Source: an optimization exercise on an open RTL-to-GDS flow (aim: small area, a short achievable clock period and few clock cycles). Production flows keep margins and buffers that such runs may drop.
The RTL was checked by simulation tests, not by an equivalence proof against the original design.
Power figures rest on the tool's default switching activity, not on a simulated workload.

<file path="design/flow/design.v">
package lrd_pkg;
    localparam int unsigned CFG_IDX_W = 2;
    localparam logic [CFG_IDX_W-1:0] CFG_RECORD_MAGIC  = 2'd0;
    localparam logic [CFG_IDX_W-1:0] CFG_MAX_KEY_LEN   = 2'd1;
    localparam logic [CFG_IDX_W-1:0] CFG_MAX_VALUE_LEN = 2'd2;
    localparam logic [31:0] RST_RECORD_MAGIC  = 32'h544B_564C;
    localparam logic [31:0] RST_MAX_KEY_LEN   = 32'h0400_0000;
    localparam logic [31:0] RST_MAX_VALUE_LEN = 32'h1000_0000;
    localparam logic [31:0] FNV_OFFSET = 32'd2166136261;
    localparam logic [31:0] FNV_PRIME  = 32'd16777619;
    localparam logic [4:0] HDR_BYTES = 5'd25;
    localparam logic [4:0] HDR_SEQ   = 5'd4;
    localparam logic [4:0] HDR_TOMB  = 5'd12;
    localparam logic [4:0] HDR_KLEN  = 5'd13;
    localparam logic [4:0] HDR_VLEN  = 5'd17;
    localparam logic [4:0] HDR_HASH  = 5'd21;
    localparam logic [1:0] PH_HEADER  = 2'd0;
    localparam logic [1:0] PH_PAYLOAD = 2'd1;
    localparam logic [1:0] PH_ERROR   = 2'd2;
    localparam logic FUNC_BYTE = 1'b0;
    localparam logic FUNC_END  = 1'b1;
    localparam logic [2:0] K_KEY       = 3'd0;
    localparam logic [2:0] K_VALUE     = 3'd1;
    localparam logic [2:0] K_OK        = 3'd2;
    localparam logic [2:0] K_BAD_MAGIC = 3'd3;
    localparam logic [2:0] K_BAD_SIZE  = 3'd4;
    localparam logic [2:0] K_BAD_CSUM  = 3'd5;
    localparam logic [2:0] K_TORN      = 3'd6;
    typedef struct packed {
        logic [2:0]  kind;
        logic [7:0]  payload_byte;
        logic [63:0] sequence_res;
        logic        tombstone;
        logic [31:0] key_length;
        logic [31:0] value_length;
        logic        last;
    } t_result;
    typedef struct packed {
        logic [1:0] count;
        t_result    res0;
        t_result    res1;
    } t_push;
endpackage
module lrd_parse (
    input  logic                          i_clk,
    input  logic                          i_rst_n,
    input  logic                          i_cfg_wr_en,
    input  logic [lrd_pkg::CFG_IDX_W-1:0] i_cfg_index,
    input  logic [31:0]                   i_cfg_wr_data,
    input  logic                          i_go,
    input  logic                          i_func,
    input  logic [7:0]                    i_byte,
    output lrd_pkg::t_push                o_push
);
    logic [31:0] r_magic_cfg, r_max_key, r_max_value;
    logic [1:0]  r_phase, n_phase;
    logic [4:0]  r_hcount, n_hcount;
    logic [31:0] r_hmagic, n_hmagic;
    logic [63:0] r_seq, n_seq;
    logic        r_tomb, n_tomb;
    logic [31:0] r_klen, n_klen;
    logic [31:0] r_vlen, n_vlen;
    logic [31:0] r_exp, n_exp;
    logic [32:0] r_pcount, n_pcount;
    logic [31:0] r_hash, n_hash;
    logic [4:0]  off;
    logic [32:0] total;
    logic [31:0] hash_step;
    logic        hash_ok;
    lrd_pkg::t_push       push;
    lrd_pkg::t_result     snap;
    always_ff @(posedge i_clk) begin
        if (!i_rst_n) begin
            r_magic_cfg <= lrd_pkg::RST_RECORD_MAGIC;
            r_max_key   <= lrd_pkg::RST_MAX_KEY_LEN;
            r_max_value <= lrd_pkg::RST_MAX_VALUE_LEN;
        end else if (i_cfg_wr_en) begin
            unique case (i_cfg_index)
                lrd_pkg::CFG_RECORD_MAGIC:  r_magic_cfg <= i_cfg_wr_data;
                lrd_pkg::CFG_MAX_KEY_LEN:   r_max_key   <= i_cfg_wr_data;
                lrd_pkg::CFG_MAX_VALUE_LEN: r_max_value <= i_cfg_wr_data;
                default: ;
            endcase
        end
    end
    always_ff @(posedge i_clk) begin
        if (!i_rst_n) begin
            r_phase  <= lrd_pkg::PH_HEADER;
            r_hcount <= '0;
            r_hmagic <= '0;
            r_seq    <= '0;
            r_tomb   <= 1'b0;
            r_klen   <= '0;
            r_vlen   <= '0;
            r_exp    <= '0;
            r_pcount <= '0;
            r_hash   <= lrd_pkg::FNV_OFFSET;
        end else if (i_go) begin
            r_phase  <= n_phase;
            r_hcount <= n_hcount;
            r_hmagic <= n_hmagic;
            r_seq    <= n_seq;
            r_tomb   <= n_tomb;
            r_klen   <= n_klen;
            r_vlen   <= n_vlen;
            r_exp    <= n_exp;
            r_pcount <= n_pcount;
            r_hash   <= n_hash;
        end
    end
    always_comb begin
        off       = '0;
        total     = {1'b0, r_klen} + {1'b0, r_vlen};
        hash_step = (r_hash ^ {24'd0, i_byte}) * lrd_pkg::FNV_PRIME;
        hash_ok   = 1'b0;
        n_phase   = r_phase;
        n_hcount  = r_hcount;
        n_hmagic  = r_hmagic;
        n_seq     = r_seq;
        n_tomb    = r_tomb;
        n_klen    = r_klen;
        n_vlen    = r_vlen;
        n_exp     = r_exp;
        n_pcount  = r_pcount;
        n_hash    = r_hash;
        push      = '0;
        snap      = '0;
        snap.sequence_res = r_seq;
        snap.tombstone    = r_tomb;
        snap.key_length   = r_klen;
        snap.value_length = r_vlen;
        if (i_func == lrd_pkg::FUNC_END) begin
            if (r_phase == lrd_pkg::PH_PAYLOAD || (r_phase == lrd_pkg::PH_HEADER && r_hcount != '0)) begin
                push.count     = 2'd1;
                push.res0      = snap;
                push.res0.kind = lrd_pkg::K_TORN;
                push.res0.last = 1'b1;
            end
            n_phase  = lrd_pkg::PH_HEADER;
            n_hcount = '0;
            n_hmagic = '0;
            n_seq    = '0;
            n_tomb   = 1'b0;
            n_klen   = '0;
            n_vlen   = '0;
            n_exp    = '0;
            n_pcount = '0;
            n_hash   = lrd_pkg::FNV_OFFSET;
        end else if (r_phase == lrd_pkg::PH_HEADER) begin
            if (r_hcount == '0) begin
                n_hmagic = '0;
                n_seq    = '0;
                n_tomb   = 1'b0;
                n_klen   = '0;
                n_vlen   = '0;
                n_exp    = '0;
            end
            if (r_hcount < lrd_pkg::HDR_SEQ) begin
                off      = r_hcount;
                n_hmagic = n_hmagic | ({24'd0, i_byte} << {off[1:0], 3'b000});
            end else if (r_hcount < lrd_pkg::HDR_TOMB) begin
                off   = r_hcount - lrd_pkg::HDR_SEQ;
                n_seq = n_seq | ({56'd0, i_byte} << {off[2:0], 3'b000});
            end else if (r_hcount == lrd_pkg::HDR_TOMB) begin
                n_tomb = (i_byte != 8'd0);
            end else if (r_hcount < lrd_pkg::HDR_VLEN) begin
                off    = r_hcount - lrd_pkg::HDR_KLEN;
                n_klen = n_klen | ({24'd0, i_byte} << {off[1:0], 3'b000});
            end else if (r_hcount < lrd_pkg::HDR_HASH) begin
                off    = r_hcount - lrd_pkg::HDR_VLEN;
                n_vlen = n_vlen | ({24'd0, i_byte} << {off[1:0], 3'b000});
            end else begin
                off   = r_hcount - lrd_pkg::HDR_HASH;
                n_exp = n_exp | ({24'd0, i_byte} << {off[1:0], 3'b000});
            end
            n_hcount = r_hcount + 5'd1;
            snap.sequence_res = n_seq;
            snap.tombstone    = n_tomb;
            snap.key_length   = n_klen;
            snap.value_length = n_vlen;
            if (n_hcount == lrd_pkg::HDR_BYTES) begin
                n_pcount       = '0;
                n_hash         = lrd_pkg::FNV_OFFSET;
                push.count     = 2'd1;
                push.res0      = snap;
                push.res0.last = 1'b1;
                if (n_hmagic != r_magic_cfg) begin
                    push.res0.kind = lrd_pkg::K_BAD_MAGIC;
                    n_phase        = lrd_pkg::PH_ERROR;
                end else if (n_klen > r_max_key || n_vlen > r_max_value) begin
                    push.res0.kind = lrd_pkg::K_BAD_SIZE;
                    n_phase        = lrd_pkg::PH_ERROR;
                end else if (n_klen == '0 && n_vlen == '0) begin
                    if (lrd_pkg::FNV_OFFSET == n_exp) begin
                        push.res0.kind = lrd_pkg::K_OK;
                        n_phase        = lrd_pkg::PH_HEADER;
                        n_hcount       = '0;
                    end else begin
                        push.res0.kind = lrd_pkg::K_BAD_CSUM;
                        n_phase        = lrd_pkg::PH_ERROR;
                    end
                end else begin
                    push.count = 2'd0;
                    n_phase    = lrd_pkg::PH_PAYLOAD;
                end
            end
        end else if (r_phase == lrd_pkg::PH_PAYLOAD) begin
            n_hash                 = hash_step;
            n_pcount               = r_pcount + 33'd1;
            push.count             = 2'd1;
            push.res0              = snap;
            push.res0.kind         = (r_pcount < {1'b0, r_klen}) ? lrd_pkg::K_KEY : lrd_pkg::K_VALUE;
            push.res0.payload_byte = i_byte;
            push.res0.last         = 1'b1;
            if (n_pcount >= total) begin
                hash_ok        = (hash_step == r_exp);
                push.count     = 2'd2;
                push.res0.last = 1'b0;
                push.res1      = snap;
                push.res1.last = 1'b1;
                if (hash_ok) begin
                    push.res1.kind = lrd_pkg::K_OK;
                    n_phase        = lrd_pkg::PH_HEADER;
                    n_hcount       = '0;
                end else begin
                    push.res1.kind = lrd_pkg::K_BAD_CSUM;
                    n_phase        = lrd_pkg::PH_ERROR;
                end
            end
        end
    end
    assign o_push = i_go ? push : '0;
endmodule
module lrd_outq #(
    parameter int unsigned DEPTH = 4
) (
    input  logic             i_clk,
    input  logic             i_rst_n,
    input  lrd_pkg::t_push   i_push,
    input  logic             i_pop,
    output logic             o_room,
    output logic             o_valid,
    output lrd_pkg::t_result o_res
);
    localparam int unsigned PW = (DEPTH > 1) ? $clog2(DEPTH) : 1;
    localparam int unsigned CW = $clog2(DEPTH + 1);
    logic [$bits(o_res)-1:0] r_mem [DEPTH];
    logic [PW-1:0]   r_wp, r_rp, n_wp, n_rp, wp1;
    logic [CW-1:0]   r_count, n_count;
    logic            pop_ok;
    assign pop_ok  = i_pop && (r_count != '0);
    assign wp1     = (r_wp == PW'(DEPTH - 1)) ? '0 : r_wp + PW'(1);
    assign o_valid = (r_count != '0);
    assign o_res   = r_mem[r_rp];
    assign o_room  = (r_count <= CW'(DEPTH - 2));
    always_comb begin
        n_rp = r_rp;
        if (pop_ok) begin
            n_rp = (r_rp == PW'(DEPTH - 1)) ? '0 : r_rp + PW'(1);
        end
        unique case (i_push.count)
            2'd1:    n_wp = wp1;
            2'd2:    n_wp = (wp1 == PW'(DEPTH - 1)) ? '0 : wp1 + PW'(1);
            default: n_wp = r_wp;
        endcase
        n_count = r_count + CW'(i_push.count) - CW'(pop_ok);
    end
    always_ff @(posedge i_clk) begin
        if (!i_rst_n) begin
            r_wp    <= '0;
            r_rp    <= '0;
            r_count <= '0;
        end else begin
            r_wp    <= n_wp;
            r_rp    <= n_rp;
            r_count <= n_count;
        end
    end
    always_ff @(posedge i_clk) begin
        if (i_push.count != 2'd0) begin
            r_mem[r_wp] <= i_push.res0;
        end
        if (i_push.count == 2'd2) begin
            r_mem[wp1] <= i_push.res1;
        end
    end
endmodule
module log_record_deframer_core #(
    parameter int unsigned QDEPTH = 4
) (
    input  logic                          i_clk,
    input  logic                          i_rst_n,
    input  logic                          i_cfg_wr_en,
    input  logic [lrd_pkg::CFG_IDX_W-1:0] i_cfg_index,
    input  logic [31:0]                   i_cfg_wr_data,
    input  logic                          i_valid,
    output logic                          o_stall,
    input  logic                          i_func,
    input  logic [7:0]                    i_log_byte,
    output logic                          o_valid,
    input  logic                          i_stall,
    output logic [2:0]                    o_kind,
    output logic [7:0]                    o_payload_byte,
    output logic [63:0]                   o_sequence_res,
    output logic                          o_tombstone,
    output logic [31:0]                   o_key_length,
    output logic [31:0]                   o_value_length,
    output logic                          o_last
);
    logic       r_in_valid;
    logic       r_in_func;
    logic [7:0] r_in_byte;
    logic       room, go, accept;
    lrd_pkg::t_push      push;
    lrd_pkg::t_result    res;
    assign go      = r_in_valid && room;
    assign o_stall = r_in_valid && !room;
    assign accept  = i_valid && !o_stall;
    always_ff @(posedge i_clk) begin
        if (!i_rst_n) begin
            r_in_valid <= 1'b0;
        end else if (accept) begin
            r_in_valid <= 1'b1;
        end else if (go) begin
            r_in_valid <= 1'b0;
        end
    end
    always_ff @(posedge i_clk) begin
        if (accept) begin
            r_in_func <= i_func;
            r_in_byte <= i_log_byte;
        end
    end
    lrd_parse u_parse (
        .i_clk         (i_clk),
        .i_rst_n       (i_rst_n),
        .i_cfg_wr_en   (i_cfg_wr_en),
        .i_cfg_index   (i_cfg_index),
        .i_cfg_wr_data (i_cfg_wr_data),
        .i_go          (go),
        .i_func        (r_in_func),
        .i_byte        (r_in_byte),
        .o_push        (push)
    );
    lrd_outq #(
        .DEPTH (QDEPTH)
    ) u_outq (
        .i_clk   (i_clk),
        .i_rst_n (i_rst_n),
        .i_push  (push),
        .i_pop   (!i_stall),
        .o_room  (room),
        .o_valid (o_valid),
        .o_res   (res)
    );
    assign o_kind         = res.kind;
    assign o_payload_byte = res.payload_byte;
    assign o_sequence_res = res.sequence_res;
    assign o_tombstone    = res.tombstone;
    assign o_key_length   = res.key_length;
    assign o_value_length = res.value_length;
    assign o_last         = res.last;
endmodule
</file>
<file path="design/flow/run.sh">
#!/bin/bash
# synth_recipe.tcl (not shown) runs the flow's synth.tcl, then flattens the netlist and writes it again
# the make line also repeats each setting of config.mk as NAME=value (left out here)
make -C /OpenROAD-flow-scripts/flow DESIGN_CONFIG=/design/flow/config.mk WORK_HOME=/design/flow/orfs CLKGATE_MAP_FILE= SYNTH_SCRIPT=/design/flow/synth_recipe.tcl finish
</file>
<file path="design/flow/config.mk">
export PLATFORM = sky130hd
export DESIGN_NAME = log_record_deframer_core
export DESIGN_NICKNAME = log_record_deframer_core
export VERILOG_FILES = /design/flow/design.v
export SDC_FILE = /design/flow/constraint.sdc
export NUM_CORES = 4
export LEC_CHECK = 0
export CAP_MARGIN = 20
export CORE_MARGIN = 2
export CORE_UTILIZATION = 40
export SLEW_MARGIN = 20
</file>
<file path="design/flow/constraint.sdc">
create_clock -name core_clock -period 10.0 [get_ports {i_clk}]
set_input_delay 2.0000 -clock core_clock [delete_from_list [all_inputs] [get_ports {i_clk}]]
set_output_delay 2.0000 -clock core_clock [all_outputs]
set_load 0.01 [all_outputs]
</file>
==> notes.md <==
Final ANT Viol Nets 0; peak supply drop 131.9 µV; asr flop ratio synth 0; drt first pass iters 6; initial DRC count 4738; Max clock buf depth 3; Pwr Density about 190 nW/µm²; cts bufs inserted approximately 100; clk root buf clkbuf_16; gr ovfl total 0; synthesized cell area roughly 54000 µm²; RR Endpoint u_outq.r_mem[3][44]$_DFFE_PP_; Yosys reg bits approximately 940; core box area 135100 µm²; Synth Instances between 5k and 6k; Final Skew 39.00 ps; commonest non-fill, non-tap cell in the layout edfxtp_1; mean post-synth cell area 10.64 µm²; die width 372.7 µm; Hold WS 465.1 ps; initial antenna violation count 12; H-tree depth 3; Hold Path End u_parse.r_max_key[30]$_SDFFE_PN0P_; Post-synth EDFFs 541; endpoints failing hold 0; Vias approximately 42k; first-pass GRT wire length 274.3 mm; fill cell count 12.50k; path depth of the worst reg2reg path 32; synth top area cells edfxtp_1, dfxtp_1, ha_1; beginning of the worst register-to-register path u_parse.r_klen[0]$_SDFFE_PN0P_; Setup Buffers After CTS 0; fin crit share 0.8634; Synth area leader edfxtp_1; CTS tree yes; slowest CP cell inv_6; DIE AREA 138900 µm²; main flop type after synthesis edfxtp_1; Clock Latency Late Sink around 760 ps; Clock transition at path regs about 70 ps; Hold-fix buffers, CTS 0; reg2reg setup slack 1370 ps; max-slew violation count 0; Slew @ Worst Pin 1214 ps; Nets 5608; hold path depth 2; Post-Route WL between 150 and 200 mm; startpoint class of the critical path register; Worst Setup End Kind register; post-DR wirelength/cell 26.77 µm; initial core utilization 0.4024; Area Overhead vs Synth 13.35%; Synth warnings 3; # rows 135; vias in the first global route 40.02k; Final HPWL DP 128.4 mm; status no timing/DRC/antenna violations; min Tclk post-route 8634 ps; largest net degree at the start of global routing 226; post-route cell area slightly above 60000 µm²; Max FO, Critical Path 69; post-synth cell types 88; Fin Setup TNS 0 ps; fmax approximately 0.12 GHz; worst slack, placed 1483 ps; required time of the worst setup path 10360 ps; Post-CTS Resized 0; Hold Path Origin u_parse.r_max_key[30]$_SDFFE_PN0P_; min-delay worst type register to register; drt drc 0; Critical Path Max Stage Delay 520 ps; Final Setup Violations 0; Pleak 0.02179 µW; all-layer global routing usage 0.2632; crit path from u_parse.r_klen[0]$_SDFFE_PN0P_; RSZ-0062 raised after global routing no; layout cells sized above 1 0.08878; Final GP Congestion between 1 and 1.5; crit-path most repeated cell a21oi_1; slew margin rel. 0.1874; clock sinks 944; Cell Area, Placed 58160 µm²; maxcap violations 0; commonest non-fill, non-tap cells in the layout edfxtp_1, nor2b_1, dfxtp_1, nand2_1, inv_1; CP Data Arrival Time 8990 ps; sequential area share after synthesis 0.4471; IO Port Bufs 190; top cell type's share of synthesized area 0.2987; Synthesized Nets ~5.6k; Die Ht 372.7 µm; Worst Setup Path Type register to register; vias per inst 5.928; Setup WS post-layout 1366 ps; I/O pins 191
critical path, delay by kind of cell, from the launching register on:
family / cells / cell delay, ps
compound gates: 17 / 3270
simple gates: 6 / 1650
xor+xnor: 1 / 140
buf+inv: 4 / 1360
flops: 1 / 400
fa+ha+maj: 4 / 1190
cell type report:
class,count,area (µm²),area share
diodes,5,12.51,0.0002030
clock buffers,127,2685,0.04356
clock inverters,65,759.5,0.01232
inverters,389,1480,0.02401
multi-input cells,3405,27350,0.4437
flip-flops and latches,944,24320,0.3945
well taps,1781,2228,0.03615
repair buffers,285,2803,0.04547
cell usage after synthesis (all sizes together), types with 30 or more instances:
library cell  instances
mux4                141
buf                  75
xor2                 55
nand3                55
nand4                55
a21boi               90
nor4                 40
o21ai               128
a21o                 48
a22o                343
nor2                167
and2                 53
o21a                 30
xnor2               117
nor3                 63
a21oi               197
fa                   76
edfxtp              541
inv                 389
nor2b               512
a32oi                35
dfxtp               403
ha                  358
nand2               393
a22oi               202
clkbuf              299
through the flow:
step,total power [µW],std cells,util
4_1_cts,11770,6995,0.4559
6_report,11730,7001,0.4562
3_3_place_gp,7870,6803,0.4304
3_5_place_dp,7855,6803,0.4304
2_1_floorplan,6574,5112,-
5_1_grt,12220,6997,0.4561
per-layer routing:
metal	track usage	wire length, µm	vias up
met1	0.3690	81380	20650
li1	-	-	18590
met4	0.08797	6473	12
met3	0.06295	17800	315
met5	0	80	-
met2	0.3981	81670	1931
how the worst max path moves through the flow:
stage	end	slack (ps)
2_1_floorplan	u_outq.r_mem[3][0]$_DFFE_PP_	780
3_3_place_gp	u_outq.r_mem[3][44]$_DFFE_PP_	1750
3_5_place_dp	u_outq.r_mem[3][44]$_DFFE_PP_	1480
4_1_cts	u_outq.r_mem[3][53]$_DFFE_PP_	1420
5_1_grt	u_outq.r_mem[0][42]$_DFFE_PP_	910
6_report	u_outq.r_mem[3][44]$_DFFE_PP_	1370
registers in the layout, indices dropped and copies added (netlist names), 3 cells and up, named ones only:
signal,count
u_outq.r_mem,564
u_parse.r_seq,64
u_parse.r_pcount,33
u_parse.r_exp,32
u_parse.r_hash,32
u_parse.r_hmagic,32
u_parse.r_klen,32
u_parse.r_magic_cfg,32
u_parse.r_max_key,32
u_parse.r_max_value,32
u_parse.r_vlen,32
r_in_byte,8
u_parse.r_hcount,5
u_outq.r_count,3
where the power goes:
part           switching (µW)  total [µW]  leakage, µW  internal (µW)
Sequential               84.1        4230      0.00824           4140
Clock                    1710        3930      0.00165           2220
Combinational            2130        3580       0.0119           1450
cell families after synthesis:
family,Yosys count,share of synthesized area
XOR/XNOR,174,0.02853
flip-flops,944,0.4471
buffers and inverters,763,0.05313
AO/OA/AOI/OAI,1212,0.1624
AND/OR/NAND/NOR,1438,0.1389
adder cells (fa/ha/maj),434,0.1103
multiplexers,147,0.05954
Testbench counts, summed over its fixed seeds: cycles 22,717.

==> afterwards: timing with drivers on the ports <==
How much do the figures lean on ideal ports? The routed layout below was timed once more, with nothing changed but the port constraints. Step 1, drivers: a clkbuf_16 drives i_clk and a buf_2 each remaining input, both assumed. Step 2 adds t to the input delays and takes it off the output delays; t is the mean of the earliest and latest rising clock arrival at the registers after step 1. Input paths then give back, and output paths get back, about the clock's delay inside the block. Slacks: no drivers / after step 1 / after step 2; pairs: no drivers / after step 1.
t, ns: 0.817
slack for setup (ns): 1.366 / 1.366 / 1.366
worst setup path at the end: register to register
worst data-port slew with drivers (ns): 0.13
cell pins on the clock port's net: 1
After both steps setup and hold are still met in this run. For this run, drivers alone change the setup slack by 0.000 ns; drivers and shift together by 0.000 ns.
